Context: an optimization exercise on an open-source flow, tuned for small area, a short achievable clock period and few clock cycles per item. The choices shown serve that exercise and are no tape-out recipe.
In this exercise RTL edits were held to simulation tests only and were not proved equivalent to the original.
No activity file was given, so power comes from the tool's default toggle rates.

<file path="design/flow/config.mk">
export PLATFORM = sky130hd
export DESIGN_NAME = range_match_flow_table
export DESIGN_NICKNAME = range_match_flow_table
export VERILOG_FILES = /design/flow/design.v
export SDC_FILE = /design/flow/constraint.sdc
export NUM_CORES = 4
export LEC_CHECK = 0
export CAP_MARGIN = 20
export CORE_MARGIN = 2
export CORE_UTILIZATION = 50
export PLACE_DENSITY = 0.65
export SETUP_SLACK_MARGIN = 5
export SLEW_MARGIN = 20
</file>
<file path="design/flow/constraint.sdc">
create_clock -name core_clock -period 9.0 [get_ports {clk}]
set_input_delay 1.8000 -clock core_clock [delete_from_list [all_inputs] [get_ports {clk}]]
set_output_delay 1.8000 -clock core_clock [all_outputs]
set_load 0.01 [all_outputs]
</file>
<file path="design/flow/run.sh">
#!/bin/bash
# synth_recipe.tcl (not shown) runs the flow's synth.tcl, then flattens the netlist and writes it again
# the make line also repeats each setting of config.mk as NAME=value (left out here)
make -C /OpenROAD-flow-scripts/flow DESIGN_CONFIG=/design/flow/config.mk WORK_HOME=/design/flow/orfs CLKGATE_MAP_FILE= SYNTH_SCRIPT=/design/flow/synth_recipe.tcl finish
</file>
<file path="design/flow/design.v">
package rmft_pkg;
  localparam logic [9:0] MAX_IP = 10'd1000;
  localparam logic [1:0] RK_DROP    = 2'd0;
  localparam logic [1:0] RK_FORWARD = 2'd1;
  localparam logic [1:0] RK_SEND    = 2'd2;
  localparam logic [2:0] K_FWD     = 3'd0;
  localparam logic [2:0] K_DROP    = 3'd1;
  localparam logic [2:0] K_LEFT    = 3'd2;
  localparam logic [2:0] K_RIGHT   = 3'd3;
  localparam logic [2:0] K_QUERY   = 3'd4;
  localparam logic [2:0] K_SUPPR   = 3'd5;
  localparam logic [2:0] K_DONE    = 3'd6;
  localparam logic [2:0] K_OVF     = 3'd7;
  localparam logic [1:0] OP_LOOKUP = 2'd0;
  localparam logic [1:0] OP_ADD    = 2'd1;
  localparam logic [1:0] OP_RECALC = 2'd2;
  function automatic logic [2:0] rule_res(input logic [1:0] kind, input logic port);
    rule_res = (kind == RK_FORWARD) ? K_FWD :
               (kind == RK_SEND) ? (port ? K_RIGHT : K_LEFT) : K_DROP;
  endfunction
  function automatic logic ge10(input logic [9:0] a, input logic [9:0] b);
    logic r;
    r = 1'b1;
    for (int i = 0; i < 10; i++) r = (a[i] ^ b[i]) ? a[i] : r;
    ge10 = r;
  endfunction
  function automatic logic [1:0] gee10(input logic [9:0] a, input logic [9:0] b);
    logic r;
    logic [9:0] e;
    e = ~(a ^ b);
    r = 1'b1;
    for (int i = 0; i < 10; i++) r = e[i] ? r : a[i];
    gee10 = {r, &e};
  endfunction
  function automatic logic [15:0] low1(input logic [15:0] m);
    logic [15:0] below;
    below[0] = 1'b0;
    for (int i = 1; i < 16; i++) below[i] = below[i-1] | m[i-1];
    low1 = m & ~below;
  endfunction
endpackage
module range_match_flow_table (
  input  logic        clk,
  input  logic        rst_n,
  input  logic        in_valid,
  output logic        in_ready,
  input  logic [63:0] in_data,
  output logic        out_valid,
  input  logic        out_ready,
  output logic [43:0] out_data,
  input  logic        cfg_valid,
  output logic        cfg_ready,
  input  logic [10:0] cfg_data
);
  logic [9:0]  own_lo, own_hi;
  logic [42:0] rules [1:15];        
  logic [15:0] hits  [16];
  logic [19:0] qry   [16];          
  logic [15:1] rv;                  
  logic [15:0] qv;                  
  logic [15:0] pv;                  
  logic [15:0] e0m;                 
  logic        iv;
  logic [1:0]  iop;
  logic [9:0]  a1, a2, b1, b2;
  logic [1:0]  ik;
  logic        ip;
  logic        v2;
  logic [1:0]  op2;
  logic [9:0]  s2, d2;
  logic [1:0]  k2;
  logic        p2;
  logic [15:0] mraw, draw, praw;
  logic        rbusy;               
  logic [15:0] rrem;                
  logic [15:0] rnew;                
  logic [3:0]  rnidx;
  logic [2:0]  rnkind;
  logic        rovf;
  logic        hv;
  logic [2:0]  hk;
  logic [9:0]  hs, hd;
  logic [3:0]  hidx;
  logic        hinc, hlast;
  logic        ov, sv;
  logic [43:0] od, sd;
  logic adv, p2_go, p1_go;
  assign adv       = !sv;
  assign p2_go     = adv && v2 && !rbusy;           
  assign p1_go     = iv && (!v2 || (adv && !rbusy));  
  assign in_ready  = !iv || !v2 || (!sv && !rbusy);
  assign cfg_ready = 1'b1;
  assign out_valid = ov;
  assign out_data  = od;
  logic [9:0] sl [16], sh [16], dl [16], dh [16];
  logic [1:0] rk [16];
  logic       rp [16];
  always_comb begin
    sl[0] = 10'd0; sh[0] = rmft_pkg::MAX_IP; dl[0] = own_lo; dh[0] = own_hi;
    rk[0] = rmft_pkg::RK_FORWARD; rp[0] = 1'b0;
    for (int i = 1; i < 16; i++)
      {sl[i], sh[i], dl[i], dh[i], rk[i], rp[i]} = rules[i];
  end
  logic [15:0] mraw_n, draw_n, praw_n;
  always_comb begin
    logic [1:0] c1, c2, c3, c4;
    c3 = rmft_pkg::gee10(b1, own_lo);
    c4 = rmft_pkg::gee10(own_hi, b2);
    mraw_n[0] = rmft_pkg::ge10(rmft_pkg::MAX_IP, a2) && c3[1] && c4[1];
    draw_n[0] = a1 == 10'd0 && a2 == rmft_pkg::MAX_IP && c3[0] && c4[0] &&
                ik == rmft_pkg::RK_FORWARD;
    for (int i = 1; i < 16; i++) begin
      c1 = rmft_pkg::gee10(a1, sl[i]);
      c2 = rmft_pkg::gee10(sh[i], a2);
      c3 = rmft_pkg::gee10(b1, dl[i]);
      c4 = rmft_pkg::gee10(dh[i], b2);
      mraw_n[i] = c1[1] && c2[1] && c3[1] && c4[1];
      draw_n[i] = c1[0] && c2[0] && c3[0] && c4[0] && ik == rk[i];
    end
    for (int j = 0; j < 16; j++)
      praw_n[j] = rmft_pkg::ge10(qry[j][19:10], a1) && rmft_pkg::ge10(a2, qry[j][19:10]) &&
                  rmft_pkg::ge10(qry[j][9:0], b1) && rmft_pkg::ge10(b2, qry[j][9:0]);
  end
  logic [15:0] ru;
  assign ru = {rv, 1'b1};
  logic [15:0] mm, msel;
  logic [3:0]  midx;
  logic [2:0]  mkind;
  always_comb begin
    logic [15:0] above;
    mm = mraw & ru;
    above[15] = 1'b0;
    for (int i = 14; i >= 0; i--) above[i] = above[i+1] | mm[i+1];
    msel = mm & ~above;
    midx = '0;
    mkind = '0;
    for (int i = 0; i < 16; i++) if (msel[i]) begin
      midx  = midx | 4'(i);
      mkind = mkind | rmft_pkg::rule_res(rk[i], rp[i]);
    end
  end
  logic [15:0] rnext;      
  logic [15:0] qnext;      
  logic        rfull, isdup, store;
  logic [15:0] rmask, rlow, rrem_low;
  logic [3:0]  nidx;
  always_comb begin
    rnext = {rv[14:1], 1'b1, 1'b0} & ~{rv, 1'b1};
    qnext = {qv[14:0], 1'b1} & ~qv;
    rfull = rv[15];
    isdup = |(draw & ru);
    store = !isdup && !rfull;
    rmask = pv & ((store ? praw : 16'd0) | e0m);
    rlow  = rmft_pkg::low1(rmask);
    rrem_low = rmft_pkg::low1(rrem);
    nidx = '0;
    for (int i = 1; i < 16; i++) if (rnext[i]) nidx = nidx | 4'(i);
  end
  logic [15:0] psel;
  logic [19:0] ppair;
  always_comb begin
    psel = rbusy ? rrem_low : rlow;
    ppair = '0;
    for (int j = 0; j < 16; j++) if (psel[j]) ppair = ppair | qry[j];
  end
  logic        p_emit, p_inc, p_last, p_record, p_append;
  logic [2:0]  p_kind;
  logic [9:0]  p_src, p_dst;
  logic [3:0]  p_idx;
  always_comb begin
    p_emit = 1'b0; p_inc = 1'b0; p_last = 1'b1; p_record = 1'b0; p_append = 1'b0;
    p_kind = rmft_pkg::K_DONE; p_src = s2; p_dst = d2; p_idx = '0;
    if (rbusy) begin
      p_emit = 1'b1;
      if (|rrem) begin
        p_inc  = 1'b1;
        p_last = 1'b0;
        p_kind = |(rrem_low & rnew) ? rnkind : rmft_pkg::K_FWD;
        p_idx  = |(rrem_low & rnew) ? rnidx : 4'd0;
        {p_src, p_dst} = ppair;
      end else begin
        p_kind = rovf ? rmft_pkg::K_OVF : rmft_pkg::K_DONE;
        p_src = '0; p_dst = '0;
      end
    end else if (v2) begin
      case (op2)
        rmft_pkg::OP_LOOKUP: begin
          p_emit = 1'b1;
          if (|mm) begin
            p_inc  = 1'b1;
            p_kind = mkind;
            p_idx  = midx;
          end else if (|(praw & qv)) p_kind = rmft_pkg::K_SUPPR;
          else if (qv[15]) p_kind = rmft_pkg::K_OVF;
          else begin
            p_kind = rmft_pkg::K_QUERY;
            p_record = 1'b1;
          end
        end
        rmft_pkg::OP_ADD: begin
          p_emit = 1'b1;
          p_append = store;
          if (|rmask) begin
            p_inc  = 1'b1;
            p_last = 1'b0;
            p_kind = (store && |(rlow & praw)) ? rmft_pkg::rule_res(k2, p2) : rmft_pkg::K_FWD;
            p_idx  = (store && |(rlow & praw)) ? nidx : 4'd0;
            {p_src, p_dst} = ppair;
          end else begin
            p_kind = (!isdup && rfull) ? rmft_pkg::K_OVF : rmft_pkg::K_DONE;
            p_src = '0; p_dst = '0;
          end
        end
        default: ;
      endcase
    end
  end
  logic [15:0] rslot, qslot;
  assign rslot = (adv && !rbusy && v2 && op2 == rmft_pkg::OP_ADD && p_append) ?
                 {rnext[14:0], 1'b0} : rnext;
  assign qslot = (adv && !rbusy && v2 && op2 == rmft_pkg::OP_LOOKUP && p_record) ?
                 {qnext[14:0], 1'b0} : qnext;
  always_ff @(posedge clk) begin
    if (!rst_n) begin
      iv     <= 1'b0;
      own_lo <= 10'd0;
      own_hi <= rmft_pkg::MAX_IP;
    end else if (cfg_valid) begin
      iv  <= 1'b1;
      iop <= rmft_pkg::OP_RECALC;
      a1  <= 10'd0;
      a2  <= rmft_pkg::MAX_IP;
      b1  <= cfg_data[10] ? own_lo : cfg_data[9:0];
      b2  <= cfg_data[10] ? cfg_data[9:0] : own_hi;
      if (cfg_data[10]) own_hi <= cfg_data[9:0];
      else own_lo <= cfg_data[9:0];
    end else if (in_valid && in_ready) begin
      iv  <= 1'b1;
      iop <= in_data[63] ? rmft_pkg::OP_ADD : rmft_pkg::OP_LOOKUP;
      a1  <= in_data[63] ? in_data[42:33] : in_data[62:53];
      a2  <= in_data[63] ? in_data[32:23] : in_data[62:53];
      b1  <= in_data[63] ? in_data[22:13] : in_data[52:43];
      b2  <= in_data[63] ? in_data[12:3]  : in_data[52:43];
      ik  <= in_data[2:1];
      ip  <= in_data[0];
    end else if (p1_go) iv <= 1'b0;
  end
  always_ff @(posedge clk) begin
    if (!rst_n) v2 <= 1'b0;
    else if (p1_go) v2 <= 1'b1;
    else if (p2_go) v2 <= 1'b0;
    if (p1_go) begin
      op2  <= iop;
      s2   <= a1;
      d2   <= b1;
      k2   <= ik;
      p2   <= ip;
      mraw <= mraw_n;
      draw <= draw_n;
      praw <= praw_n;
    end
    for (int i = 1; i < 16; i++)
      if (p1_go && iop == rmft_pkg::OP_ADD && rslot[i])
        rules[i] <= {a1, a2, b1, b2, ik, ip};
    for (int j = 0; j < 16; j++)
      if (p1_go && iop == rmft_pkg::OP_LOOKUP && qslot[j]) qry[j] <= {a1, b1};
  end
  always_ff @(posedge clk) begin
    if (!rst_n) begin
      rv    <= '0;
      qv    <= '0;
      pv    <= '0;
      e0m   <= '0;
      rbusy <= 1'b0;
      hv    <= 1'b0;
    end else if (adv) begin
      hv <= p_emit;
      if (p_emit) begin
        hk    <= p_kind;
        hs    <= p_src;
        hd    <= p_dst;
        hidx  <= p_idx;
        hinc  <= p_inc;
        hlast <= p_last;
      end
      if (rbusy) begin
        rrem <= rrem & ~rrem_low;
        if (!(|rrem)) rbusy <= 1'b0;
      end else if (v2) begin
        if (op2 == rmft_pkg::OP_RECALC) e0m <= praw & pv;
        if (p_record) begin
          qv <= qv | qnext;
          pv <= pv | qnext;
        end
        if (op2 == rmft_pkg::OP_ADD) begin
          pv <= pv & ~rmask;
          if (p_append) rv <= rv | rnext[15:1];
          if (|rmask) begin
            rbusy  <= 1'b1;
            rrem   <= rmask & ~rlow;
            rnew   <= store ? praw : 16'd0;
            rnidx  <= nidx;
            rnkind <= rmft_pkg::rule_res(k2, p2);
            rovf   <= !isdup && rfull;
          end
        end
      end
    end
  end
  logic [15:0] hcur, hnew;
  always_comb begin
    hcur = hits[hidx];
    hnew = (hcur == 16'hFFFF) ? hcur : hcur + 16'd1;
  end
  logic [15:0] hwd;
  assign hwd = rst_n ? hnew : 16'd0;
  always_ff @(posedge clk) begin
    for (int i = 0; i < 16; i++)
      if (!rst_n || (adv && hv && hinc && hidx == 4'(i))) hits[i] <= hwd;
  end
  logic [43:0] hres;
  assign hres = {hk, hs, hd, hidx, hinc ? hnew : 16'd0, hlast};
  logic push, pop;
  assign push = adv && hv;
  assign pop  = ov && out_ready;
  always_ff @(posedge clk) begin
    if (!rst_n) begin
      ov <= 1'b0;
      sv <= 1'b0;
    end else if (!ov || pop) begin
      if (sv) begin
        od <= sd;
        ov <= 1'b1;
        sv <= 1'b0;
      end else if (push) begin
        od <= hres;
        ov <= 1'b1;
      end else ov <= 1'b0;
    end else if (push) begin
      sd <= hres;
      sv <= 1'b1;
    end
  end
endmodule
</file>
==> run notes, run 1 <==
* Total Routing Usage GR: 0.428
- Data on the critical path is required at its endpoint by 9590 ps.
* Remaining antenna violation count after routing: 0
* Netlist cell types: roughly 100
- Averaged over all synthesized cells, the footprint is between 10 and 15 µm².
- Once layout is done, the placed cells without fillers occupy 0.0958 mm².
* Part of the cycle the worst path needs: 0.456
- Before CTS, the worst setup slack after placement is 3470 ps.
* Critical path endpoint category: flip-flop
* Sequential fraction of the synthesis area: 0.570
* CTS root buffer: sky130_fd_sc_hd__clkbuf_16
- Mapped Nets: between 7000 and 8000
- The first detailed-routing pass ran for 13 iterations.
- For this run, design rule violations remaining after detail routing come to 0.
- Detailed Route Iter0 Violations: about 12000
- # fillers: 13400
- After clock tree synthesis, the flow added hold-fix buffers numbering 0.
- In the synthesized netlist the async set-or-reset flop fraction comes to 0.
- Commonest non-fill, non-tap cell in the layout: sky130_fd_sc_hd__edfxtp_1
* Number of storage elements in the synthesis netlist: 1582
* Estimated wirelength of the detail-placed design: 245 mm
* Number of antenna violations at the first check in global routing: 33
* Maximum fanout count along the critical path: 39
- The critical path is of the flip-flop to flip-flop type.
- P&R area growth vs syn: 17.0%
- Measured on the finished design, the core utilization comes to 0.589.
- Netlist area before placement: between 0.08 and 0.09 mm²
- DRT Wirelength: 372 mm
- Summed over all layers, the global routing overflow is 0.
* Arr. time, crit path: 4690 ps
- The die covers 0.167 mm².
* Top FF cell, synth: sky130_fd_sc_hd__edfxtp_1
- In this run the tool buffered the top-level ports with 125 buffer cells.
- In the post-route analysis, the smallest setup slack over all paths is just under 5000 ps.
* Path class of the lowest-slack min-delay path: flip-flop to flip-flop
- IR analysis of the VDD net gives a maximum drop of 0.229 mV.
- Cells along the critical path: clkbuf_8 > nor4b_1 > buf_4 > and2_1 > buf_4 > a222oi_1 > nand3_1 > a221oi_1 > nand4_1 > a221oi_2 > nand3_1 > o31a_1
- The number of max-slew violations in the final report came to 0.
* Total number of vias: 68700
- Yosys warns: 10
* Final clock skew: 39.7 ps
- Clock-pin slew was measured on the worst setup and hold paths at roughly 60 ps.
* GP Congestion: 1.04
* Boundary Pins: 127
* Area after DPL: just under 0.09 mm²
* Final total power: 17600 µW
- The die is 409 µm tall.
* TNS Setup: 0 ps
- Net count of the finished layout: 7504
- The analysis attributes to cell leakage a power of roughly 0.032 µW.
- After synthesis, the cell types taking the most area are sky130_fd_sc_hd__edfxtp_1, sky130_fd_sc_hd__maj3_1, sky130_fd_sc_hd__nand2_1.
- The count of final hold-check violations was 0.
- Share of post-route cells with drive strength above 1: 0.142
* Final number of setup-violating endpoints: 0
* Number of maximum-capacitance violations: 0
* Maximum frequency from static timing analysis: 0.244 GHz
* Routed wire length per instance: 38.4 µm
- Slew @ Worst Pin: ~1200 ps
- Effective utilization at floorplan: 0.503
* Maximum number of pins on one net before global-route repair: 75
- Of the post-synthesis cell area, the dominant cell type holds 0.548.
- From left edge to right edge, the die measures 409 µm.
* Stage delay of the slowest cell on the critical path: 760 ps
* Global-route wire length before repair: between 500 and 600 mm
- STA classifies the critical path startpoint as a flip-flop.
* Minimum period implied by the final worst setup slack: 4100 ps
- The clock drives around 1600 sinks.
- In the synthesized netlist, the number of instances is a little over 7000.
- The run finished with no timing, DRC or antenna violations.
- Headroom to the max-slew limit: 0.215
- sky130_fd_sc_hd__edfxtp_1 takes more of the synthesized area than any other cell.
* Power per Cell Area: 183 mW/mm²
* Area of the core: 0.163 mm²
* Maximum clock insertion buffer count: 3
- Total CTS buffers: 172
- Number of global-route vias before repair: approximately 64000
- Setup repair after global routing could not meet its margin everywhere.
* Number of synthesized flops with an enable pin: 1493
- Via density: 7.09
- Highest-count cells in the layout ignoring fill and taps: sky130_fd_sc_hd__edfxtp_1, sky130_fd_sc_hd__nand2_1, sky130_fd_sc_hd__maj3_1
* Max stage delay cell, worst path: sky130_fd_sc_hd__a222oi_1
- Clock tree from TritonCTS: done
- For the worst-skew pair, the clock arrives at the later sink with an insertion delay of 860 ps.
* Number of standard-cell rows in the floorplan: 148
- The H-tree generated during clock tree synthesis spans 4 levels.
-- registers in the layout, summed over array words and instances, names as in the netlist, 15 cells and up --
signal / cells
rules: 645
qry: 320
hits: 256
od: 44
sd: 44
draw: 16
e0m: 16
mraw: 16
praw: 16
pv: 16
qv: 16
rnew: 15
rrem: 15
rv: 15
-- worst paths after layout --
check	startpoint	endpoint	slack, ps	depth (start not counted)
setup / recovery	rrem[1]	hd[8]	4900	12
setup reg to reg	rrem[1]	hd[8]	4900	12
hold reg to reg	hk[2]	sd[43]	450	0
hold / removal	hk[2]	sd[43]	450	0
-- what timing repair did --
item                       in CTS  in global routing
buffers inserted               74                 58
setup endpoints to repair     827                791
gates cloned                   12                 15
resized for setup             206                121
pin swaps                      27                 34
-- cell usage after synthesis (all sizes together), types with 121 or more instances --
| library cell | instances |
|---|---|
| nand2 | 576 |
| nor2 | 333 |
| nand3 | 130 |
| inv | 311 |
| o21ai | 335 |
| xor2 | 121 |
| nor2b | 199 |
| a21oi | 383 |
| maj3 | 458 |
| clkbuf | 270 |
| xnor2 | 177 |
| edfxtp | 1493 |
| a22oi | 147 |
| nand4 | 131 |
| o22ai | 129 |
| buf | 148 |
-- power by group --
part	switching (µW)	leakage [µW]	internal, µW
Sequential	82.1	0.0146	8190
Clock	3200	0.00292	4400
Combinational	1190	0.0147	491
-- kinds of logic after synthesis --
group | after synthesis | share of synthesized area
xor+xnor | 298 | 0.0319
buf+inv | 749 | 0.0362
simple gates | 1959 | 0.124
other cells | 1 | 0.0000458
fa+ha+maj | 521 | 0.0661
mux | 99 | 0.0135
compound gates | 1857 | 0.159
flops | 1582 | 0.570
-- through the flow --
| step | hold WS [ps] | std cells |
|---|---|---|
| global placement | 431 | 9201 |
| floorplan | 421 | 7066 |
| CTS | 447 | 9609 |
| global route | 466 | 9688 |
| finish | 446 | 9695 |
| detailed placement | 434 | 9203 |
-- metal layers --
| metal | part of all wire | vias up | global-route usage |
|---|---|---|---|
| met5 | 0.00031 | - | 0 |
| met4 | 0.065 | 18 | 0.241 |
| met3 | 0.14 | 1145 | 0.144 |
| met2 | 0.42 | 5704 | 0.610 |
| met1 | 0.38 | 33900 | 0.572 |
| li1 | - | 28000 | - |
-- final cells by class --
type	count	area, µm²	share of cell area
timing repair buffer	534	5420	0.0566
clock buffer	210	4580	0.0478
clock inverter	110	1410	0.0147
antenna	13	32.5	0.000340
tap	2175	2720	0.0284
sequential	1582	46600	0.487
multi-input combinational	4738	33600	0.351
timing repair inverter	2	16.3	0.000170
inverter	331	1340	0.0140
-- worst max-delay path, delay by kind of cell (launching register included) --
kind | cells | cell delay, ps
AOI/OAI and AO/OA | 4 | 1740
and+or+nand+nor | 5 | 990
buffers and inverters | 3 | 760
DFF | 1 | 350
Testbench counts, summed over its fixed seeds: cycles 4,542, items 4,096.
==> inputs of run 2 (changes only) <==
--- a/design/flow/design.v
+++ b/design/flow/design.v
@@ -71,6 +71,7 @@
   logic [1:0]  k2;
   logic        p2;
   logic [15:0] mraw, draw, praw;
+  logic        hit2, qhit2, qfull2, rec2, store2, ovf2;
   logic        rbusy;               
   logic [15:0] rrem;                
   logic [15:0] rnew;                
@@ -121,8 +122,21 @@
       praw_n[j] = rmft_pkg::ge10(qry[j][19:10], a1) && rmft_pkg::ge10(a2, qry[j][19:10]) &&
                   rmft_pkg::ge10(qry[j][9:0], b1) && rmft_pkg::ge10(b2, qry[j][9:0]);
   end
-  logic [15:0] ru;
-  assign ru = {rv, 1'b1};
+  logic [15:0] ru, rnext, qnext, ru_eff, qv_eff;
+  logic        p2_append, p2_record;
+  assign ru    = {rv, 1'b1};
+  assign rnext = {rv[14:1], 1'b1, 1'b0} & ~{rv, 1'b1};
+  assign qnext = {qv[14:0], 1'b1} & ~qv;
+  assign p2_append = p2_go && op2 == rmft_pkg::OP_ADD && store2;
+  assign p2_record = p2_go && op2 == rmft_pkg::OP_LOOKUP && rec2;
+  assign ru_eff = ru | (p2_append ? rnext : 16'd0);
+  assign qv_eff = qv | (p2_record ? qnext : 16'd0);
+  logic hit_n, qhit_n, dup_n;
+  always_comb begin
+    hit_n  = |(mraw_n & ru_eff);
+    qhit_n = |(praw_n & qv_eff);
+    dup_n  = |(draw_n & ru_eff);
+  end
   logic [15:0] mm, msel;
   logic [3:0]  midx;
   logic [2:0]  mkind;
@@ -139,18 +153,10 @@
       mkind = mkind | rmft_pkg::rule_res(rk[i], rp[i]);
     end
   end
-  logic [15:0] rnext;      
-  logic [15:0] qnext;      
-  logic        rfull, isdup, store;
   logic [15:0] rmask, rlow, rrem_low;
   logic [3:0]  nidx;
   always_comb begin
-    rnext = {rv[14:1], 1'b1, 1'b0} & ~{rv, 1'b1};
-    qnext = {qv[14:0], 1'b1} & ~qv;
-    rfull = rv[15];
-    isdup = |(draw & ru);
-    store = !isdup && !rfull;
-    rmask = pv & ((store ? praw : 16'd0) | e0m);
+    rmask = pv & ((store2 ? praw : 16'd0) | e0m);
     rlow  = rmft_pkg::low1(rmask);
     rrem_low = rmft_pkg::low1(rrem);
     nidx = '0;
@@ -186,28 +192,26 @@
       case (op2)
         rmft_pkg::OP_LOOKUP: begin
           p_emit = 1'b1;
-          if (|mm) begin
+          p_record = rec2;
+          if (hit2) begin
             p_inc  = 1'b1;
             p_kind = mkind;
             p_idx  = midx;
-          end else if (|(praw & qv)) p_kind = rmft_pkg::K_SUPPR;
-          else if (qv[15]) p_kind = rmft_pkg::K_OVF;
-          else begin
-            p_kind = rmft_pkg::K_QUERY;
-            p_record = 1'b1;
-          end
+          end else if (qhit2) p_kind = rmft_pkg::K_SUPPR;
+          else if (qfull2) p_kind = rmft_pkg::K_OVF;
+          else p_kind = rmft_pkg::K_QUERY;
         end
         rmft_pkg::OP_ADD: begin
           p_emit = 1'b1;
-          p_append = store;
+          p_append = store2;
           if (|rmask) begin
             p_inc  = 1'b1;
             p_last = 1'b0;
-            p_kind = (store && |(rlow & praw)) ? rmft_pkg::rule_res(k2, p2) : rmft_pkg::K_FWD;
-            p_idx  = (store && |(rlow & praw)) ? nidx : 4'd0;
+            p_kind = (store2 && |(rlow & praw)) ? rmft_pkg::rule_res(k2, p2) : rmft_pkg::K_FWD;
+            p_idx  = (store2 && |(rlow & praw)) ? nidx : 4'd0;
             {p_src, p_dst} = ppair;
           end else begin
-            p_kind = (!isdup && rfull) ? rmft_pkg::K_OVF : rmft_pkg::K_DONE;
+            p_kind = ovf2 ? rmft_pkg::K_OVF : rmft_pkg::K_DONE;
             p_src = '0; p_dst = '0;
           end
         end
@@ -216,10 +220,8 @@
     end
   end
   logic [15:0] rslot, qslot;
-  assign rslot = (adv && !rbusy && v2 && op2 == rmft_pkg::OP_ADD && p_append) ?
-                 {rnext[14:0], 1'b0} : rnext;
-  assign qslot = (adv && !rbusy && v2 && op2 == rmft_pkg::OP_LOOKUP && p_record) ?
-                 {qnext[14:0], 1'b0} : qnext;
+  assign rslot = (v2 && op2 == rmft_pkg::OP_ADD && store2) ? {rnext[14:0], 1'b0} : rnext;
+  assign qslot = (v2 && op2 == rmft_pkg::OP_LOOKUP && rec2) ? {qnext[14:0], 1'b0} : qnext;
   always_ff @(posedge clk) begin
     if (!rst_n) begin
       iv     <= 1'b0;
@@ -258,12 +260,18 @@
       mraw <= mraw_n;
       draw <= draw_n;
       praw <= praw_n;
+      hit2   <= hit_n;
+      qhit2  <= qhit_n;
+      qfull2 <= qv_eff[15];
+      rec2   <= !hit_n && !qhit_n && !qv_eff[15];
+      store2 <= !dup_n && !ru_eff[15];
+      ovf2   <= !dup_n && ru_eff[15];
     end
     for (int i = 1; i < 16; i++)
-      if (p1_go && iop == rmft_pkg::OP_ADD && rslot[i])
+      if (iv && iop == rmft_pkg::OP_ADD && rslot[i])
         rules[i] <= {a1, a2, b1, b2, ik, ip};
     for (int j = 0; j < 16; j++)
-      if (p1_go && iop == rmft_pkg::OP_LOOKUP && qslot[j]) qry[j] <= {a1, b1};
+      if (iv && iop == rmft_pkg::OP_LOOKUP && qslot[j]) qry[j] <= {a1, b1};
   end
   always_ff @(posedge clk) begin
     if (!rst_n) begin
@@ -298,10 +306,10 @@
           if (|rmask) begin
             rbusy  <= 1'b1;
             rrem   <= rmask & ~rlow;
-            rnew   <= store ? praw : 16'd0;
+            rnew   <= store2 ? praw : 16'd0;
             rnidx  <= nidx;
             rnkind <= rmft_pkg::rule_res(k2, p2);
-            rovf   <= !isdup && rfull;
+            rovf   <= ovf2;
           end
         end
       end
==> run 2 against run 1 <==
  * Area after synthesis down 2.4%
  * Register-to-register slack improved by 20 ps
  * Critical path depth decreased by 1
  * Largest cell class unchanged
==> run notes, run 2 <==
- Run status: timing/DRC/antenna clean (unchanged).
* GR Overflow Total: 0 (unchanged)
- Slew @ Worst Pin: 1230 ps (was 1170 ps)
- Part of the cycle the worst path needs: 0.454 (was 0.456)
* Highest-count cells in the layout ignoring fill and taps: sky130_fd_sc_hd__edfxtp_1, sky130_fd_sc_hd__nand2_1, sky130_fd_sc_hd__a21oi_1 (was sky130_fd_sc_hd__edfxtp_1, sky130_fd_sc_hd__nand2_1, sky130_fd_sc_hd__maj3_1)
* Commonest non-fill, non-tap cell in the layout: sky130_fd_sc_hd__edfxtp_1 (unchanged)
- Kind of critical path: flip-flop to flip-flop (unchanged)
- The number of inserted filler cells in the final layout came to 12900 (was 13400).
* Maximum clock insertion buffer count: 3 (unchanged)
* Routed wire length per instance: 35.6 µm (was 38.4 µm)
- Proportion of register bits with asynchronous set or reset after synthesis: 0 (unchanged)
- Area of the core: 0.159 mm² (was 0.163 mm²)
- The sum of net half-perimeters after detailed placement is 212 mm (was 245 mm).
- Most frequently used cell type in the post-synthesis netlist: sky130_fd_sc_hd__edfxtp_1 (unchanged)
- The proportion of synthesized chip area in sequential cells was 0.579 (was 0.570).
- Number of maximum-capacitance violations: 0 (unchanged)
* GP Congestion: 0.994 (was 1.04)
- Mapped Nets: 7198 (was 7209)
- Critical Path Sink: store2 (was hd[8])
- The detailed-route DRC error count came to 0 (unchanged).
* Number of global-route vias before repair: 62400 (was 64200)
- The number of placed instances with taps included was 9059 (was 9203).
- Maximum number of pins on one net before global-route repair: 69 (was 75)
- The die area was 0.163 mm² (was 0.167 mm²).
- Comb pwr share: 0.108 (was 0.096)
* Share of post-route cells with drive strength above 1: 0.128 (was 0.142)
* Cell-internal power: 13000 µW (was 13100 µW)
* Number of cells on the worst reg-to-reg path: 11 (was 12)
- The startpoint of the lowest-slack register-to-register path is b2[3] (was rrem[1]).
* Leading cell types by count after synthesis: sky130_fd_sc_hd__edfxtp_1, sky130_fd_sc_hd__nand2_1, sky130_fd_sc_hd__a21oi_1 (was sky130_fd_sc_hd__edfxtp_1, sky130_fd_sc_hd__nand2_1, sky130_fd_sc_hd__maj3_1)
- The routed wire length was 338 mm (was 372 mm).
- The maximum level of the CTS H-tree came to 4 (unchanged).
* Minimum hold slack: 447 ps (was 446 ps)
* Cell taking the most area after synthesis: sky130_fd_sc_hd__edfxtp_1 (unchanged)
- Net count of the finished layout: 7407 (was 7504)
- The critical path endpoint category was a flip-flop (unchanged).
- Remaining antenna violation count after routing: 0 (unchanged)
- The signed area change from the synthesized netlist to the final layout is 16.8% (was 17.0%).
- Core utilization of the finished layout: 0.589 (about the same)
- Setup WS post-layout: 4920 ps (was 4900 ps)
- Detailed Route Iter0 Violations: 12500 (was 11700)
- Yosys warns: 10 (unchanged)
* Post-Synthesis Mean Instance Area: 11.3 µm² (was 11.6 µm²)
- The number of synthesized flops with an enable pin was 1482 (was 1493).
- The largest register by flop count is rules (unchanged).
* Reg-to-reg setup timing slack: 4920 ps (was 4900 ps)
- The power share of the sequential group is 0.470 (was 0.471).
* Arr. time, crit path: 4660 ps (was 4690 ps)
* Share of Yosys cell area claimed by the top area cell type: 0.557 (was 0.548)
* Number of sinks on the clock net: 1571 (was 1582)
* Power share of the clock group: 0.422 (was 0.433)
- The endpoint of the worst-slack reg-to-reg timing path is store2 (was hd[8]).
- The start point of the critical path is b2[3] (was rrem[1]).
- The final number of setup-violating endpoints was 0 (unchanged).
* CTS root buffer: sky130_fd_sc_hd__clkbuf_16 (unchanged)
* Number of antenna violations at the first check in global routing: 26 (was 33)
- Effective utilization at floorplan: 0.504 (was 0.503)
- Unrepaired setup endpoints after global routing: yes (unchanged).
- The cell area after technology mapping is 0.0799 mm² (was 0.0818 mm²).
* Power per Cell Area: 188 mW/mm² (was 183 mW/mm²)
* Max reg flops: 645 (unchanged)
- The normalized max-slew margin was 0.181 (was 0.215).
* Total Routing Usage GR: 0.395 (was 0.428)
* Registers with the most flip-flops: rules: 645 flops, qry: 320 flops, hits: 256 flops (unchanged)
- Peak supply drop: 0.208 mV (was 0.229 mV)
* Total number of vias: 67500 (was 68700)
- Number of standard-cell rows in the floorplan: 146 (was 148)
- The final setup skew is 29.7 ps (was 39.7 ps).
- The I/O pin count came to 127 (unchanged).
- The width of the chip came to 404 µm (was 409 µm).
- The first-pass iteration count of the detailed router was 9 (was 13).
- The number of vias per cell after detailed routing was 7.11 (was 7.09).
- The time the worst path needs with I/O delays and setup came to 4080 ps (was 4100 ps).
* Clock slew at reported path FFs: 60 ps (about the same)
- The largest fanout on the critical path was 24 (was 39).
- The total negative slack for setup checks came to 0 ps (unchanged).
- The clock insertion delay at the later pin of the skew report is 820 ps (was 860 ps).
- The worst hold path class was flip-flop to flip-flop (unchanged).
- The y dimension of the die was 404 µm (was 409 µm).
- Switch share: 0.257 (was 0.255)
- Global-route wire length before repair: 460 mm (was 503 mm)
- The number of flip-flops and latches in the synthesized netlist came to 1571 (was 1582).
- Sw power: 4490 µW (was 4480 µW)
* Leading post-synthesis cells by cell area: sky130_fd_sc_hd__edfxtp_1, sky130_fd_sc_hd__nand2_1, sky130_fd_sc_hd__maj3_1 (was sky130_fd_sc_hd__edfxtp_1, sky130_fd_sc_hd__maj3_1, sky130_fd_sc_hd__nand2_1)
- Final count of pins violating max slew: 0 (unchanged)
- Required time worst endpoint: 9580 ps (was 9590 ps)
- Total CTS buffers: 170 (was 172)
- Final Hold Viols: 0 (unchanged)
- Number of standard cells in the layout, taps in and fillers out: 9490 (was 9695)
* Hold-fix buffers, CTS: 0 (unchanged)
- The upper clock frequency limit came to 0.245 GHz (was 0.244 GHz).
- Kind of start point of the critical path: flip-flop (unchanged)
- Worst slack after detailed placement: 3760 ps (was 3470 ps)
- The synthesized instance count is 7055 (was 7066).
* Clock tree from TritonCTS: done (unchanged)
- Port-buffer cells: 125 (unchanged)
- Netlist cell types: 99 (was 103)
* Pleak: 0.0316 µW (was 0.0322 µW)
* Top FF cell, synth: sky130_fd_sc_hd__edfxtp_1 (unchanged)
run 2: cell count changes after synthesis, moves of 38 or more:
cell / before / now
sky130_fd_sc_hd__xnor2_1: 177 / 75
sky130_fd_sc_hd__xor2_1: 121 / 82
sky130_fd_sc_hd__o22ai_1: 129 / 177
sky130_fd_sc_hd__nand4_1: 128 / 72
sky130_fd_sc_hd__inv_1: 307 / 353
sky130_fd_sc_hd__o21ai_0: 333 / 294
sky130_fd_sc_hd__nand2b_1: 112 / 256
sky130_fd_sc_hd__o2111ai_1: 21 / 71
sky130_fd_sc_hd__nor2b_1: 199 / 247
sky130_fd_sc_hd__a222oi_1: 58 / 96
sky130_fd_sc_hd__o221ai_1: 27 / 75
sky130_fd_sc_hd__a22oi_1: 147 / 102
sky130_fd_sc_hd__nor2_1: 332 / 402
sky130_fd_sc_hd__maj3_1: 426 / 210
run 2: cell families (layout without fill, tap and decap cells):
| kind of cell | Yosys count | in the layout | synth area share |
|---|---|---|---|
| compound gates | 2013 | 2015 | 0.177 |
| xor+xnor | 157 | 157 | 0.0172 |
| fa+ha+maj | 280 | 280 | 0.0372 |
| buf+inv | 786 | 1134 | 0.0381 |
| flops | 1571 | 1571 | 0.579 |
| mux | 104 | 104 | 0.0141 |
| other cells | 1 | 13 | 0.0000469 |
| simple gates | 2143 | 2144 | 0.137 |
run 2: metrics by stage:
step                total power (µW)  instance area [µm²]
global placement                9960                84300
CTS                            17300                91800
global route                   17800                93300
floorplan                       9180                79900
detailed placement              9970                84300
finish                         17500                93300
run 2: worst min path at each step:
stage,from,endpoint,depth (start not counted)
2_1_floorplan,hidx[0],sd[17],0
3_3_place_gp,hd[0],sd[21],0
3_5_place_dp,hd[0],sd[21],0
4_1_cts,hd[0],sd[21],0
5_1_grt,e0m[15],e0m[15],2
6_report,hd[0],sd[21],0
run 2: per-layer routing:
layer,wire length [µm],global-route usage
met5,87,0
met4,21600,0.204
met3,51300,0.124
met2,140000,0.569
met1,125000,0.535
run 2: power groups by stage:
stage | Sequential [µW] | Clock, µW | Combinational, µW
after floorplan | 8380 | 0 | 795
final | 8220 | 7390 | 1900
after detailed placement | 8380 | 0 | 1600
after global routing | 8230 | 7680 | 1910
after CTS | 8220 | 7400 | 1710
after global placement | 8380 | 0 | 1580
run 2: area by class of cell:
| cell class | count | area [µm²] | area share |
|---|---|---|---|
| inverters | 370 | 1540 | 0.0165 |
| flip-flops and latches | 1571 | 46300 | 0.496 |
| clock inverters | 86 | 1080 | 0.0115 |
| well taps | 2072 | 2590 | 0.0278 |
| repair buffers | 450 | 4980 | 0.0534 |
| diodes | 12 | 30.0 | 0.000322 |
| multi-input cells | 4701 | 32100 | 0.344 |
| clock buffers | 228 | 4740 | 0.0508 |
run 2: critical path, stage by stage (launching register included):
cell and delay (ps):
sky130_fd_sc_hd__edfxtp_1 380, sky130_fd_sc_hd__buf_6 210, sky130_fd_sc_hd__inv_4 380, sky130_fd_sc_hd__buf_6 410
sky130_fd_sc_hd__o21ai_0 160, sky130_fd_sc_hd__a211oi_1 280, sky130_fd_sc_hd__nand4_1 130, sky130_fd_sc_hd__nand3b_1 170
sky130_fd_sc_hd__nor4_1 850, sky130_fd_sc_hd__a31oi_1 330, sky130_fd_sc_hd__and4_1 300, sky130_fd_sc_hd__and2_1 180
run 2: repair_timing:
action,in CTS,in global routing
gates resized for setup,279,193
setup buffers,29,51
endpoints found under the hold margin,0,0
pin swaps,11,28
cloned,11,13
setup endpoints to repair,323,374
Testbench counts of run 2, summed over its fixed seeds: cycles 4,542, items 4,096.
==> inputs of run 3 (changes only) <==
--- a/design/flow/design.v
+++ b/design/flow/design.v
@@ -70,8 +70,9 @@
   logic [9:0]  s2, d2;
   logic [1:0]  k2;
   logic        p2;
-  logic [15:0] mraw, draw, praw;
-  logic        hit2, qhit2, qfull2, rec2, store2, ovf2;
+  logic [15:0] msel2, praw;
+  logic        hita2, hitb2, qhita2, qhitb2, dupa2, dupb2;
+  logic        pa2, pr2;            
   logic        rbusy;               
   logic [15:0] rrem;                
   logic [15:0] rnew;                
@@ -122,30 +123,34 @@
       praw_n[j] = rmft_pkg::ge10(qry[j][19:10], a1) && rmft_pkg::ge10(a2, qry[j][19:10]) &&
                   rmft_pkg::ge10(qry[j][9:0], b1) && rmft_pkg::ge10(b2, qry[j][9:0]);
   end
-  logic [15:0] ru, rnext, qnext, ru_eff, qv_eff;
-  logic        p2_append, p2_record;
+  logic [15:0] ru, rnext, qnext;
   assign ru    = {rv, 1'b1};
   assign rnext = {rv[14:1], 1'b1, 1'b0} & ~{rv, 1'b1};
   assign qnext = {qv[14:0], 1'b1} & ~qv;
-  assign p2_append = p2_go && op2 == rmft_pkg::OP_ADD && store2;
-  assign p2_record = p2_go && op2 == rmft_pkg::OP_LOOKUP && rec2;
-  assign ru_eff = ru | (p2_append ? rnext : 16'd0);
-  assign qv_eff = qv | (p2_record ? qnext : 16'd0);
-  logic hit_n, qhit_n, dup_n;
-  always_comb begin
-    hit_n  = |(mraw_n & ru_eff);
-    qhit_n = |(praw_n & qv_eff);
-    dup_n  = |(draw_n & ru_eff);
+  logic [15:0] msel_n;
+  logic        hita_n, hitb_n, qhita_n, qhitb_n, dupa_n, dupb_n;
+  always_comb begin
+    logic [15:0] m, above;
+    m = mraw_n & ru;
+    above[15] = 1'b0;
+    for (int i = 14; i >= 0; i--) above[i] = above[i+1] | m[i+1];
+    msel_n  = m & ~above;
+    hita_n  = |m;
+    hitb_n  = |(mraw_n & rnext);
+    qhita_n = |(praw_n & qv);
+    qhitb_n = |(praw_n & qnext);
+    dupa_n  = |(draw_n & ru);
+    dupb_n  = |(draw_n & rnext);
   end
-  logic [15:0] mm, msel;
+  logic hit, qhit, record;
+  assign hit    = hita2 || (hitb2 && pa2);
+  assign qhit   = qhita2 || (qhitb2 && pr2);
+  assign record = !hit && !qhit && !qv[15];
+  logic [15:0] msel;
   logic [3:0]  midx;
   logic [2:0]  mkind;
   always_comb begin
-    logic [15:0] above;
-    mm = mraw & ru;
-    above[15] = 1'b0;
-    for (int i = 14; i >= 0; i--) above[i] = above[i+1] | mm[i+1];
-    msel = mm & ~above;
+    msel = (hitb2 && pa2) ? (ru & ~{1'b0, ru[15:1]}) : msel2;
     midx = '0;
     mkind = '0;
     for (int i = 0; i < 16; i++) if (msel[i]) begin
@@ -153,10 +158,14 @@
       mkind = mkind | rmft_pkg::rule_res(rk[i], rp[i]);
     end
   end
+  logic        rfull, isdup, store;
   logic [15:0] rmask, rlow, rrem_low;
   logic [3:0]  nidx;
   always_comb begin
-    rmask = pv & ((store2 ? praw : 16'd0) | e0m);
+    rfull = rv[15];
+    isdup = dupa2 || (dupb2 && pa2);
+    store = !isdup && !rfull;
+    rmask = pv & ((store ? praw : 16'd0) | e0m);
     rlow  = rmft_pkg::low1(rmask);
     rrem_low = rmft_pkg::low1(rrem);
     nidx = '0;
@@ -192,26 +201,26 @@
       case (op2)
         rmft_pkg::OP_LOOKUP: begin
           p_emit = 1'b1;
-          p_record = rec2;
-          if (hit2) begin
+          p_record = record;
+          if (hit) begin
             p_inc  = 1'b1;
             p_kind = mkind;
             p_idx  = midx;
-          end else if (qhit2) p_kind = rmft_pkg::K_SUPPR;
-          else if (qfull2) p_kind = rmft_pkg::K_OVF;
+          end else if (qhit) p_kind = rmft_pkg::K_SUPPR;
+          else if (qv[15]) p_kind = rmft_pkg::K_OVF;
           else p_kind = rmft_pkg::K_QUERY;
         end
         rmft_pkg::OP_ADD: begin
           p_emit = 1'b1;
-          p_append = store2;
+          p_append = store;
           if (|rmask) begin
             p_inc  = 1'b1;
             p_last = 1'b0;
-            p_kind = (store2 && |(rlow & praw)) ? rmft_pkg::rule_res(k2, p2) : rmft_pkg::K_FWD;
-            p_idx  = (store2 && |(rlow & praw)) ? nidx : 4'd0;
+            p_kind = (store && |(rlow & praw)) ? rmft_pkg::rule_res(k2, p2) : rmft_pkg::K_FWD;
+            p_idx  = (store && |(rlow & praw)) ? nidx : 4'd0;
             {p_src, p_dst} = ppair;
           end else begin
-            p_kind = ovf2 ? rmft_pkg::K_OVF : rmft_pkg::K_DONE;
+            p_kind = (!isdup && rfull) ? rmft_pkg::K_OVF : rmft_pkg::K_DONE;
             p_src = '0; p_dst = '0;
           end
         end
@@ -220,8 +229,8 @@
     end
   end
   logic [15:0] rslot, qslot;
-  assign rslot = (v2 && op2 == rmft_pkg::OP_ADD && store2) ? {rnext[14:0], 1'b0} : rnext;
-  assign qslot = (v2 && op2 == rmft_pkg::OP_LOOKUP && rec2) ? {qnext[14:0], 1'b0} : qnext;
+  assign rslot = (v2 && op2 == rmft_pkg::OP_ADD && store) ? {rnext[14:0], 1'b0} : rnext;
+  assign qslot = (v2 && op2 == rmft_pkg::OP_LOOKUP && record) ? {qnext[14:0], 1'b0} : qnext;
   always_ff @(posedge clk) begin
     if (!rst_n) begin
       iv     <= 1'b0;
@@ -257,15 +266,16 @@
       d2   <= b1;
       k2   <= ik;
       p2   <= ip;
-      mraw <= mraw_n;
-      draw <= draw_n;
-      praw <= praw_n;
-      hit2   <= hit_n;
-      qhit2  <= qhit_n;
-      qfull2 <= qv_eff[15];
-      rec2   <= !hit_n && !qhit_n && !qv_eff[15];
-      store2 <= !dup_n && !ru_eff[15];
-      ovf2   <= !dup_n && ru_eff[15];
+      msel2  <= msel_n;
+      praw   <= praw_n;
+      hita2  <= hita_n;
+      hitb2  <= hitb_n;
+      qhita2 <= qhita_n;
+      qhitb2 <= qhitb_n;
+      dupa2  <= dupa_n;
+      dupb2  <= dupb_n;
+      pa2    <= p2_go && op2 == rmft_pkg::OP_ADD && store;
+      pr2    <= p2_go && op2 == rmft_pkg::OP_LOOKUP && record;
     end
     for (int i = 1; i < 16; i++)
       if (iv && iop == rmft_pkg::OP_ADD && rslot[i])
@@ -306,10 +316,10 @@
           if (|rmask) begin
             rbusy  <= 1'b1;
             rrem   <= rmask & ~rlow;
-            rnew   <= store2 ? praw : 16'd0;
+            rnew   <= store ? praw : 16'd0;
             rnidx  <= nidx;
             rnkind <= rmft_pkg::rule_res(k2, p2);
-            rovf   <= ovf2;
+            rovf   <= !isdup && rfull;
           end
         end
       end
--- a/design/flow/config.mk
+++ b/design/flow/config.mk
@@ -5,9 +5,12 @@
 export SDC_FILE = /design/flow/constraint.sdc
 export NUM_CORES = 4
 export LEC_CHECK = 0
+export ABC_AREA = 1
 export CAP_MARGIN = 20
 export CORE_MARGIN = 2
-export CORE_UTILIZATION = 50
-export PLACE_DENSITY = 0.65
+export CORE_UTILIZATION = 60
+export CTS_CLUSTER_DIAMETER = 80
+export CTS_CLUSTER_SIZE = 20
+export PLACE_DENSITY = 0.75
 export SETUP_SLACK_MARGIN = 5
 export SLEW_MARGIN = 20
==> run 3 against run 2 <==
  * Via count increased by 0.18%
  * Sequential share of layout area increased by 3.5 points
  * Combinational power decreased by 15%
  * Die area decreased by 17%
  * Worst hold slack improved by 9.4 ps
  * Critical path depth decreased by 6
  * Setup slack improved by 61 ps
  * Global-route usage increased by 0.15 points
==> run notes, run 3 <==
* Run status: timing/DRC/antenna clean (unchanged)
- Effective utilization at floorplan: 0.605 (was 0.504)
* Sequential fraction of design power: 0.568 (was 0.470)
* Cells along the critical path: buf_2 > buf_4 > clkinv_4 > buf_4 > nor3_1 (was buf_6 > inv_4 > buf_6 > o21ai_0 > a211oi_1 > nand4_1 > nand3b_1 > nor4_1 > a31oi_1 > and4_1 > and2_1)
* Number of storage elements in the synthesis netlist: 1573 (was 1571)
- Power share of the clock group: 0.321 (was 0.422)
- Cell-internal power: 10700 µW (was 13000 µW)
- The worst supply voltage drop on vdd came to 0.227 mV (was 0.208 mV).
- The detailed-route DRC error count came to 0 (unchanged).
* Arr. time, crit path: 4420 ps (was 4660 ps)
- The number of buffers added on ports was 125 (unchanged).
- Number of synthesized flops with an enable pin: 1484 (was 1482)
- The number of vias after detailed routing is 67600 (was 67500).
- The minimum hold slack is 456 ps (was 447 ps).
- The most common cell after layout, fill and taps aside is sky130_fd_sc_hd__nand2_1 (was sky130_fd_sc_hd__edfxtp_1).
- Maximum frequency from static timing analysis: 0.249 GHz (was 0.245 GHz)
- Number of maximum-capacitance violations: 0 (unchanged)
* Cell taking the most area after synthesis: sky130_fd_sc_hd__edfxtp_1 (unchanged)
- The top flip-flop cell by instance count after synthesis is sky130_fd_sc_hd__edfxtp_1 (unchanged).
- Htree depth: 3 (was 4)
- The measured slew at the worst slew-check pin was 1120 ps (was 1230 ps).
* Worst skew pair latency: 760 ps (was 820 ps)
* Leading post-synthesis cells by cell area: sky130_fd_sc_hd__edfxtp_1, sky130_fd_sc_hd__nand2_1, sky130_fd_sc_hd__inv_1 (was sky130_fd_sc_hd__edfxtp_1, sky130_fd_sc_hd__nand2_1, sky130_fd_sc_hd__maj3_1)
- Number of antenna violations at the first check in global routing: 9 (was 26)
- The total negative slack for setup checks is 0 ps (unchanged).
- The number of different library cells in the post-synthesis netlist is 71 (was 99).
- The time the worst path needs with I/O delays and setup is 4020 ps (was 4080 ps).
* Share of Yosys cell area claimed by the top area cell type: 0.560 (was 0.557)
* Kind of critical path: input pin to flip-flop (was flip-flop to flip-flop)
* Boundary Pins: 127 (unchanged)
* Switch share: 0.263 (was 0.257)
- The routability congestion estimate from global placement is 1.03 (was 0.994).
* Stage delay of the slowest cell on the critical path: 670 ps (was 850 ps)
- The number of flip-flops under the largest register name is 645 (unchanged).
- The clock-pin slew of the registers on the worst-case setup and hold paths is 90 ps (was 60 ps).
- The post-synthesis net count came to 8880 (was 7198).
- P&R area growth vs syn: 9.75% (was 16.8%)
* Maximum fanout count along the critical path: 50 (was 24)
- The proportion of layout cells with a drive suffix above 1 is 0.0721 (was 0.128).
* CTS root buffer: sky130_fd_sc_hd__clkbuf_16 (unchanged)
- Final total power: 14500 µW (was 17500 µW)
* Detailed Route Iter0 Violations: 11100 (was 12500)
- Number of standard-cell rows in the floorplan: 133 (was 146)
- Comb pwr share: 0.111 (was 0.108)
- Highest-count cells in the layout ignoring fill and taps: sky130_fd_sc_hd__nand2_1, sky130_fd_sc_hd__edfxtp_1, sky130_fd_sc_hd__inv_1 (was sky130_fd_sc_hd__edfxtp_1, sky130_fd_sc_hd__nand2_1, sky130_fd_sc_hd__a21oi_1).
- Estimated wirelength of the detail-placed design: 180 mm (was 212 mm)
* Power per Cell Area: 166 mW/mm² (was 188 mW/mm²)
- Netlist area before placement: 0.0796 mm² (was 0.0799 mm²)
* Final clock skew: 29.2 ps (was 29.7 ps)
- Critical path endpoint category: flip-flop (unchanged)
- Leading cell types by count after synthesis: sky130_fd_sc_hd__nand2_1, sky130_fd_sc_hd__edfxtp_1, sky130_fd_sc_hd__inv_1 (was sky130_fd_sc_hd__edfxtp_1, sky130_fd_sc_hd__nand2_1, sky130_fd_sc_hd__a21oi_1)
- The first-pass GRT wire length was 397 mm (was 460 mm).
- The portion of the clock cycle consumed by the worst path in the final layout came to 0.447 (was 0.454).
- Final Hold Viols: 0 (unchanged)
- CP dominant cell by count: sky130_fd_sc_hd__buf_4 (was sky130_fd_sc_hd__buf_6)
* DRT Pass-1 Iters: 10 (was 9)
- The synthesized instance count was 8737 (was 7055).
- Headroom to the max-slew limit: 0.254 (was 0.181)
* Area of the core: 0.132 mm² (was 0.159 mm²)
* Total CTS buffers: 94 (was 170)
- The largest register by flop count is rules (unchanged).
- The area occupied by multi-input gates came to 0.0275 mm² (was 0.0321 mm²).
* Most frequently used cell type in the post-synthesis netlist: sky130_fd_sc_hd__nand2_1 (was sky130_fd_sc_hd__edfxtp_1)
- Pleak: 0.0353 µW (was 0.0316 µW)
- Maximum clock insertion buffer count: 3 (unchanged)
* Total Routing Usage GR: 0.396 (was 0.395)
* GR Overflow Total: 0 (unchanged)
* Crit-path leading delay family: buffers and inverters (was simple AND/OR/NAND/NOR gates)
- Width of the chip: 368 µm (was 404 µm)
- Required time worst endpoint: 9400 ps (was 9580 ps)
- The final number of setup-violating endpoints came to 0 (unchanged).
- Via density: 6.32 (was 7.11)
* Die Y-Extent: 368 µm (was 404 µm)
* Max stage delay cell, worst path: sky130_fd_sc_hd__clkinv_4 (was sky130_fd_sc_hd__nor4_1)
- Path class of the lowest-slack min-delay path: flip-flop to flip-flop (unchanged)
- Routed wire length per instance: 25.7 µm (was 35.6 µm)
- The number of placed instances with taps included came to 10400 (was 9059).
- Buf+Inv Stages, Crit Path: 4 (was 3)
- Unrepaired setup endpoints after global routing: yes (unchanged).
- The switching power total is 3810 µW (was 4490 µW).
- The number of hold buffers added after CTS is 0 (unchanged).
- The count of placed standard cells in the final layout, fillers left out is 10700 (was 9490).
- The TritonCTS clock tree is done (unchanged).
* Number of sinks on the clock net: 1573 (was 1571)
* Post-Synthesis Mean Instance Area: 9.11 µm² (was 11.3 µm²)
- The number of inserted filler cells in the final layout came to 10200 (was 12900).
- The remaining antenna violation count after routing is 0 (unchanged).
- The layout net count came to 8991 (was 7407).
- Yosys warns: 10 (unchanged)
- The number of global-route vias before repair came to 63500 (was 62400).
- Kind of start point of the critical path: input pin (was flip-flop)
- The proportion of synthesized chip area in sequential cells is 0.582 (was 0.579).
- Proportion of register bits with asynchronous set or reset after synthesis: 0 (unchanged)
* Maximum number of pins on one net before global-route repair: 58 (was 69)
- The number of max-slew violations in the final report came to 0 (unchanged).
* Area taken by flip-flops and latches: 0.0463 mm² (about the same)
- Registers with the most flip-flops: rules: 645 flops, qry: 320 flops, hits: 256 flops (unchanged).
- The die area was 0.136 mm² (was 0.163 mm²).
* Core utilization of the finished layout: 0.664 (was 0.589)
- The routed wire length came to 275 mm (was 338 mm).
## run 3: cell count changes in the layout (fill, tap and decap cells not counted), sizes merged, moves of 167 or more
cell	delta
nand2b	-256
maj3	-217
nand3	+231
nor2b	-247
nand2	+1748
a21oi	-167
inv	+913
nor2	+387
o22ai	+479
## run 3: repair_timing
item	4_1_cts	5_1_grt
buffers inserted	4	63
endpoints found under the setup margin	295	486
pin swaps	0	15
resized for setup	31	37
gates cloned	1	0
## run 3: final timing paths
path                            startpoint      to  slack (ps)  depth (start not counted)
worst max-delay path                 rst_n   ik[1]        4980                          5
worst min-delay path                 hs[3]  sd[34]         460                          0
worst max register to register       a1[0]   dupb2        5010                         12
worst min register to register       hs[3]  sd[34]         460                          0
## run 3: through the flow
stage	cell area (µm²)	setup WS, ps
floorplan	79700	5080
global placement	83400	4200
detailed placement	83400	4080
CTS	86500	4870
global route	87300	4960
finish	87400	4980
## run 3: cell type report
type / instances / share of cell area
inverter: 1288 / 0.0558
antenna: 12 / 0.000344
tap: 1755 / 0.0251
clock inverter: 23 / 0.00305
clock buffer: 148 / 0.0303
multi-input combinational: 5507 / 0.315
timing repair buffer: 384 / 0.0402
sequential: 1573 / 0.531
## run 3: power by group through the flow
stage / clock network (µW) / registers [µW] / logic (µW)
floorplan: 0 / 8420 / 804
global placement: 0 / 8400 / 1470
detailed placement: 0 / 8400 / 1500
CTS: 4640 / 8230 / 1520
global route: 4890 / 8240 / 1680
finish: 4640 / 8230 / 1610
## run 3: cell families after synthesis
family | share of synthesized area
fa+ha+maj | 0.00990
mux | 0.000252
xor+xnor | 0.00286
buf+inv | 0.0809
simple gates | 0.208
other cells | 0.0000471
flops | 0.582
compound gates | 0.116
## run 3: routing by layer
layer  up-vias  wire (µm)  global-route usage  part of all wire
met4         4      21900               0.271             0.080
met5         -         23                   0          0.000084
li1      30000          -                   -                 -
met1     31700      97600               0.513              0.36
met2      4786     121000               0.604              0.44
met3      1041      34800              0.0800              0.13
Testbench counts of run 3, summed over its fixed seeds: cycles 4,542, items 4,096.
==> inputs of run 4 (changes only) <==
--- a/design/flow/config.mk
+++ b/design/flow/config.mk
@@ -9,8 +9,6 @@
 export CAP_MARGIN = 20
 export CORE_MARGIN = 2
 export CORE_UTILIZATION = 60
-export CTS_CLUSTER_DIAMETER = 80
-export CTS_CLUSTER_SIZE = 20
 export PLACE_DENSITY = 0.75
 export SETUP_SLACK_MARGIN = 5
 export SLEW_MARGIN = 20
==> run 4 against run 3 <==
  * Area after synthesis is the same
  * Non-clock buffer count decreased by 4
  * Clock-buffer cell count grew 54
  * Core utilization up 1.8 points
  * Power up 16%
  * Clock power increased by 48%
  * Sequential cell count stayed put
  * Die area is the same
  * Largest power group unchanged
  * Highest routed layer unchanged
==> run notes, run 4 <==
- The top cell type's share of synthesized area is 0.560 (unchanged).
* P&R area growth vs syn: 12.8% (was 9.75%)
- The portion of the clock cycle consumed by the worst path in the final layout is 0.446 (was 0.447).
* Maximum frequency from static timing analysis: 0.249 GHz (about the same)
* DRT Wirelength: 278 mm (was 275 mm)
* Worst skew pair latency: 830 ps (was 760 ps)
- Via density: 6.31 (was 6.32)
- The total grt overflow came to 0 (unchanged).
- The largest stage delay on the critical path came to 670 ps (about the same).
* Die Y-Extent: 368 µm (unchanged)
- Leading cell types by count after synthesis: sky130_fd_sc_hd__nand2_1, sky130_fd_sc_hd__edfxtp_1, sky130_fd_sc_hd__inv_1 (unchanged).
* Max reg flops: 645 (unchanged)
- The initial core utilization is 0.605 (unchanged).
- Number of standard-cell rows in the floorplan: 133 (unchanged)
* Switch share: 0.255 (was 0.263)
* Hold-fix buffers, CTS: 0 (unchanged)
- Highest-count cells in the layout ignoring fill and taps: sky130_fd_sc_hd__nand2_1, sky130_fd_sc_hd__edfxtp_1, sky130_fd_sc_hd__inv_1 (unchanged).
- Power per Cell Area: 187 mW/mm² (was 166 mW/mm²)
- The endpoint of the worst-slack reg-to-reg timing path is dupb2 (unchanged).
- The largest fanout on the critical path was 45 (was 50).
* Worst setup startpoint: b1[9] (was rst_n)
- Critical path endpoint category: flip-flop (unchanged)
- Residual DRC: 0 (unchanged)
* Reg-to-reg setup timing slack: 4990 ps (was 5010 ps)
- Most frequently used cell type in the post-synthesis netlist: sky130_fd_sc_hd__nand2_1 (unchanged)
- The synthesized instance count came to 8737 (unchanged).
- The xor and xnor area share after synthesis was 0.00286 (unchanged).
* Number of storage elements in the synthesis netlist: 1573 (unchanged)
- The worst path arrival time is 4700 ps (was 4420 ps).
* Netlist cell types: 71 (unchanged)
* # fillers: 9875 (was 10200)
* Sequential fraction of the synthesis area: 0.582 (unchanged)
- The power share of the sequential group is 0.492 (was 0.568).
- TNS Setup: 0 ps (unchanged)
* Beginning of the worst register-to-register path: b1[9] (was a1[0])
* Number of sinks on the clock net: 1573 (unchanged)
- The top flip-flop cell by instance count after synthesis was sky130_fd_sc_hd__edfxtp_1 (unchanged).
- The critical path capture point is dupb2 (was ik[1]).
- DRT Pass-1 Iters: 9 (was 10)
* Area share of and/or/nand/nor cells after synthesis: 0.208 (unchanged)
* Number of global-route vias before repair: 64700 (was 63500)
- Total CTS buffers: 164 (was 94)
- The count of placed standard cells in the final layout, fillers left out is 10800 (was 10700).
- Cell taking the most area after synthesis: sky130_fd_sc_hd__edfxtp_1 (unchanged)
* Htree depth: 4 (was 3)
* Power share of the clock group: 0.411 (was 0.321)
- Clock slew at reported path FFs: 70 ps (was 90 ps)
- Buf+Inv Stages, Crit Path: 3 (was 4)
* Boundary Pins: 127 (unchanged)
- The dominant combinational cell family by area after synthesis is simple AND/OR/NAND/NOR gates (unchanged).
- Maximum number of pins on one net before global-route repair: 58 (unchanged)
* Required time worst endpoint: 9690 ps (was 9400 ps)
- The worst hold path class was flip-flop to flip-flop (unchanged).
- The post-synthesis net count was 8880 (unchanged).
* Multi-input combinational cell area: 0.0275 mm² (unchanged)
- The number of vias after detailed routing was 68300 (was 67600).
- The sum of net half-perimeters after detailed placement is 180 mm (unchanged).
- The number of max-capacitance violations reported was 0 (unchanged).
* Cell-internal power: 12500 µW (was 10700 µW)
- Peak supply drop: 0.185 mV (was 0.227 mV)
- The first-pass GRT wire length was 401 mm (was 397 mm).
* Cell total after placement: 10400 (unchanged)
* Cells along the critical path: buf_4 > inv_2 > buf_4 > nor2_1 > nor4_1 > nand4_1 > nor4_1 > and3_1 > nand3_1 > nand4_1 > nor2_1 > nand2_1 (was buf_2 > buf_4 > clkinv_4 > buf_4 > nor3_1)
- Number of synthesized flops with an enable pin: 1484 (unchanged)
- Registers with the most flip-flops: rules: 645 flops, qry: 320 flops, hits: 256 flops (unchanged)
* Sw power: 4270 µW (was 3810 µW)
- GP Congestion: 1.03 (unchanged)
- Share of post-route cells with drive strength above 1: 0.0841 (was 0.0721)
- Netlist area before placement: 0.0796 mm² (unchanged)
- Area taken by flip-flops and latches: 0.0463 mm² (unchanged)
- The part of the power in combinational logic came to 0.096 (was 0.111).
- The slowest library cell on the worst path is sky130_fd_sc_hd__nor4_1 (was sky130_fd_sc_hd__clkinv_4).
- Unrepaired setup endpoints after global routing: yes (unchanged)
- Remaining antenna violation count after routing: 0 (unchanged)
- Routed wire length per instance: 25.7 µm (about the same)
* Mux contribution to synthesized area: 0.000252 (unchanged)
* Commonest non-fill, non-tap cell in the layout: sky130_fd_sc_hd__nand2_1 (unchanged)
* Number of antenna violations at the first check in global routing: 5 (was 9)
- Headroom to the max-slew limit: 0.264 (was 0.254)
- Total Routing Usage GR: 0.401 (was 0.396)
* Proportion of register bits with asynchronous set or reset after synthesis: 0 (unchanged)
- Leading post-synthesis cells by cell area: sky130_fd_sc_hd__edfxtp_1, sky130_fd_sc_hd__nand2_1, sky130_fd_sc_hd__inv_1 (unchanged)
- Detailed Route Iter0 Violations: 10900 (was 11100)
- Final count of pins violating max slew: 0 (unchanged)
* Die Outline Area: 0.136 mm² (unchanged)
- The final core utilization was 0.682 (was 0.664).
- The number of buffers added on ports is 125 (unchanged).
- Pleak: 0.0366 µW (was 0.0353 µW)
* Width of the chip: 368 µm (unchanged)
- Kind of start point of the critical path: flip-flop (was input pin)
- CP Depth: 12 (was 5)
- Fraction of the mapped netlist area in adder cells: 0.00990 (unchanged)
- Final clock skew: 22.6 ps (was 29.2 ps)
- Post-Synthesis Mean Instance Area: 9.11 µm² (unchanged)
- The final number of setup-violating endpoints is 0 (unchanged).
- The layout net count is 9057 (was 8991).
* Maximum clock insertion buffer count: 3 (unchanged)
* Run status: timing/DRC/antenna clean (unchanged)
* Slew @ Worst Pin: 1100 ps (was 1120 ps)
- Number of cells on the worst reg-to-reg path: 12 (unchanged)
- The largest delay contributor family on the critical path was simple AND/OR/NAND/NOR gates (was buffers and inverters).
* CTS root buffer: sky130_fd_sc_hd__clkbuf_16 (unchanged)
- The time the worst path needs with I/O delays and setup was 4010 ps (was 4020 ps).
- Yosys warns: 10 (unchanged)
- The compound-cell area share of the yosys netlist is 0.116 (unchanged).
- The TritonCTS clock tree is done (unchanged).
- Final total power: 16700 µW (was 14500 µW)
- The placeable core region came to 0.132 mm² (unchanged).
- The count of final hold-check violations is 0 (unchanged).
* Register bank with the most flops: rules (unchanged)
- The path type of the worst setup path was flip-flop to flip-flop (was input pin to flip-flop).
[run 4: changes by cell type in the layout (fill, tap and decap cells not counted), moves of 6 or more]
cell | previous run | this run
sky130_fd_sc_hd__clkbuf_1 | 48 | 27
sky130_fd_sc_hd__clkinv_2 | 6 | 35
sky130_fd_sc_hd__clkbuf_8 | 3 | 9
sky130_fd_sc_hd__clkinv_1 | 12 | 43
sky130_fd_sc_hd__bufinv_16 | 1 | 14
sky130_fd_sc_hd__clkbuf_16 | 97 | 166
[run 4: through the flow]
| step | setup slack, ps | hold slack [ps] | area (µm²) |
|---|---|---|---|
| floorplan | 5080 | 427 | 79700 |
| global placement | 4200 | 430 | 83400 |
| detailed placement | 4080 | 442 | 83400 |
| CTS | 4810 | 456 | 89000 |
| global route | 4980 | 461 | 89800 |
| finish | 4990 | 452 | 89800 |
[run 4: metal layers]
layer	track usage	share of wire	vias to the layer above
li1	-	-	30300
met1	0.510	0.35	31900
met2	0.614	0.44	5059
met3	0.0886	0.13	1089
met4	0.281	0.079	2
met5	0	0.000047	-
[run 4: kinds of logic (layout without fill, tap and decap cells)]
group,count (synthesis),after routing
xor+xnor,26,26
buf+inv,1657,1971
fa+ha+maj,63,63
flops,1573,1573
other cells,1,10
mux,2,2
compound gates,1500,1500
simple gates,3915,3915
[run 4: worst min-delay path by stage]
| stage | from | to | cells past startpoint |
|---|---|---|---|
| 3_3_place_gp | hd[6] | sd[27] | 0 |
| 5_1_grt | hs[9] | sd[40] | 0 |
| 3_5_place_dp | hs[3] | sd[34] | 0 |
| 2_1_floorplan | hlast | sd[0] | 0 |
| 6_report | hs[3] | sd[34] | 0 |
| 4_1_cts | hs[3] | sd[34] | 0 |
[run 4: what timing repair did]
item                       in CTS  in global routing
gates cloned                    1                  0
setup endpoints to repair     295                471
setup buffers                   2                 61
gates resized for setup        34                 33
pin swaps                       0                 14
hold endpoints to repair        0                  0
[run 4: power groups by stage]
stage                     sequential (µW)  combinational (µW)  clock [µW]
after floorplan                      8420                 804           0
after global placement               8400                1470           0
after detailed placement             8400                1500           0
after CTS                            8250                1520        6870
after global routing                 8250                1680        7160
final                                8240                1610        6890
[run 4: cell type report]
| cell class | count | area share |
|---|---|---|
| Timing Repair Buffer | 380 | 0.0386 |
| Multi-Input combinational cell | 5507 | 0.306 |
| Clock inverter | 101 | 0.0112 |
| Sequential cell | 1573 | 0.516 |
| Inverter | 1288 | 0.0542 |
| Antenna cell | 9 | 0.000251 |
| Tap cell | 1755 | 0.0245 |
| Clock buffer | 202 | 0.0488 |

-- afterwards: timing with drivers on the ports --
In the flow no input, the clock included, has a driving cell. The finished layouts below were timed again as built, in two steps.
Step 1 (the two cells are an assumption about what drives the block):
set clk [get_ports {clk}]
set_driving_cell -lib_cell sky130_fd_sc_hd__clkbuf_16 $clk
set_driving_cell -lib_cell sky130_fd_sc_hd__buf_2 [delete_from_list [all_inputs] $clk]
Step 2, shift: input delay + t, output delay - t, t = (earliest + latest rising clock arrival at the registers) / 2. This alone moves slack from input paths to output paths.
Slacks: no drivers / after step 1 / after step 2; pairs: no drivers / after step 1.
| run | t, ns | setup slack, ns | worst setup path at the end | clock arrival spread, ns | slew at the worst register clock pin (ns) |
|---|---|---|---|---|---|
| run 1 | 0.936 | 4.898 / 4.898 / 4.189 | input to register | 0.040 / 0.039 | 0.07 / 0.07 |
| run 2 | 0.905 | 4.915 / 4.915 / 4.348 | input to register | 0.037 / 0.037 | 0.07 / 0.07 |
| run 3 | 0.827 | 4.976 / 4.931 / 4.209 | input to register | 0.031 / 0.031 | 0.10 / 0.10 |
| run 4 | 0.899 | 4.989 / 4.989 / 4.205 | input to register | 0.027 / 0.027 | 0.07 / 0.07 |
After both steps every run listed still meets setup and hold. For run 4, which loses most, drivers alone change the setup slack by 0.000 ns; drivers and shift together by -0.784 ns.
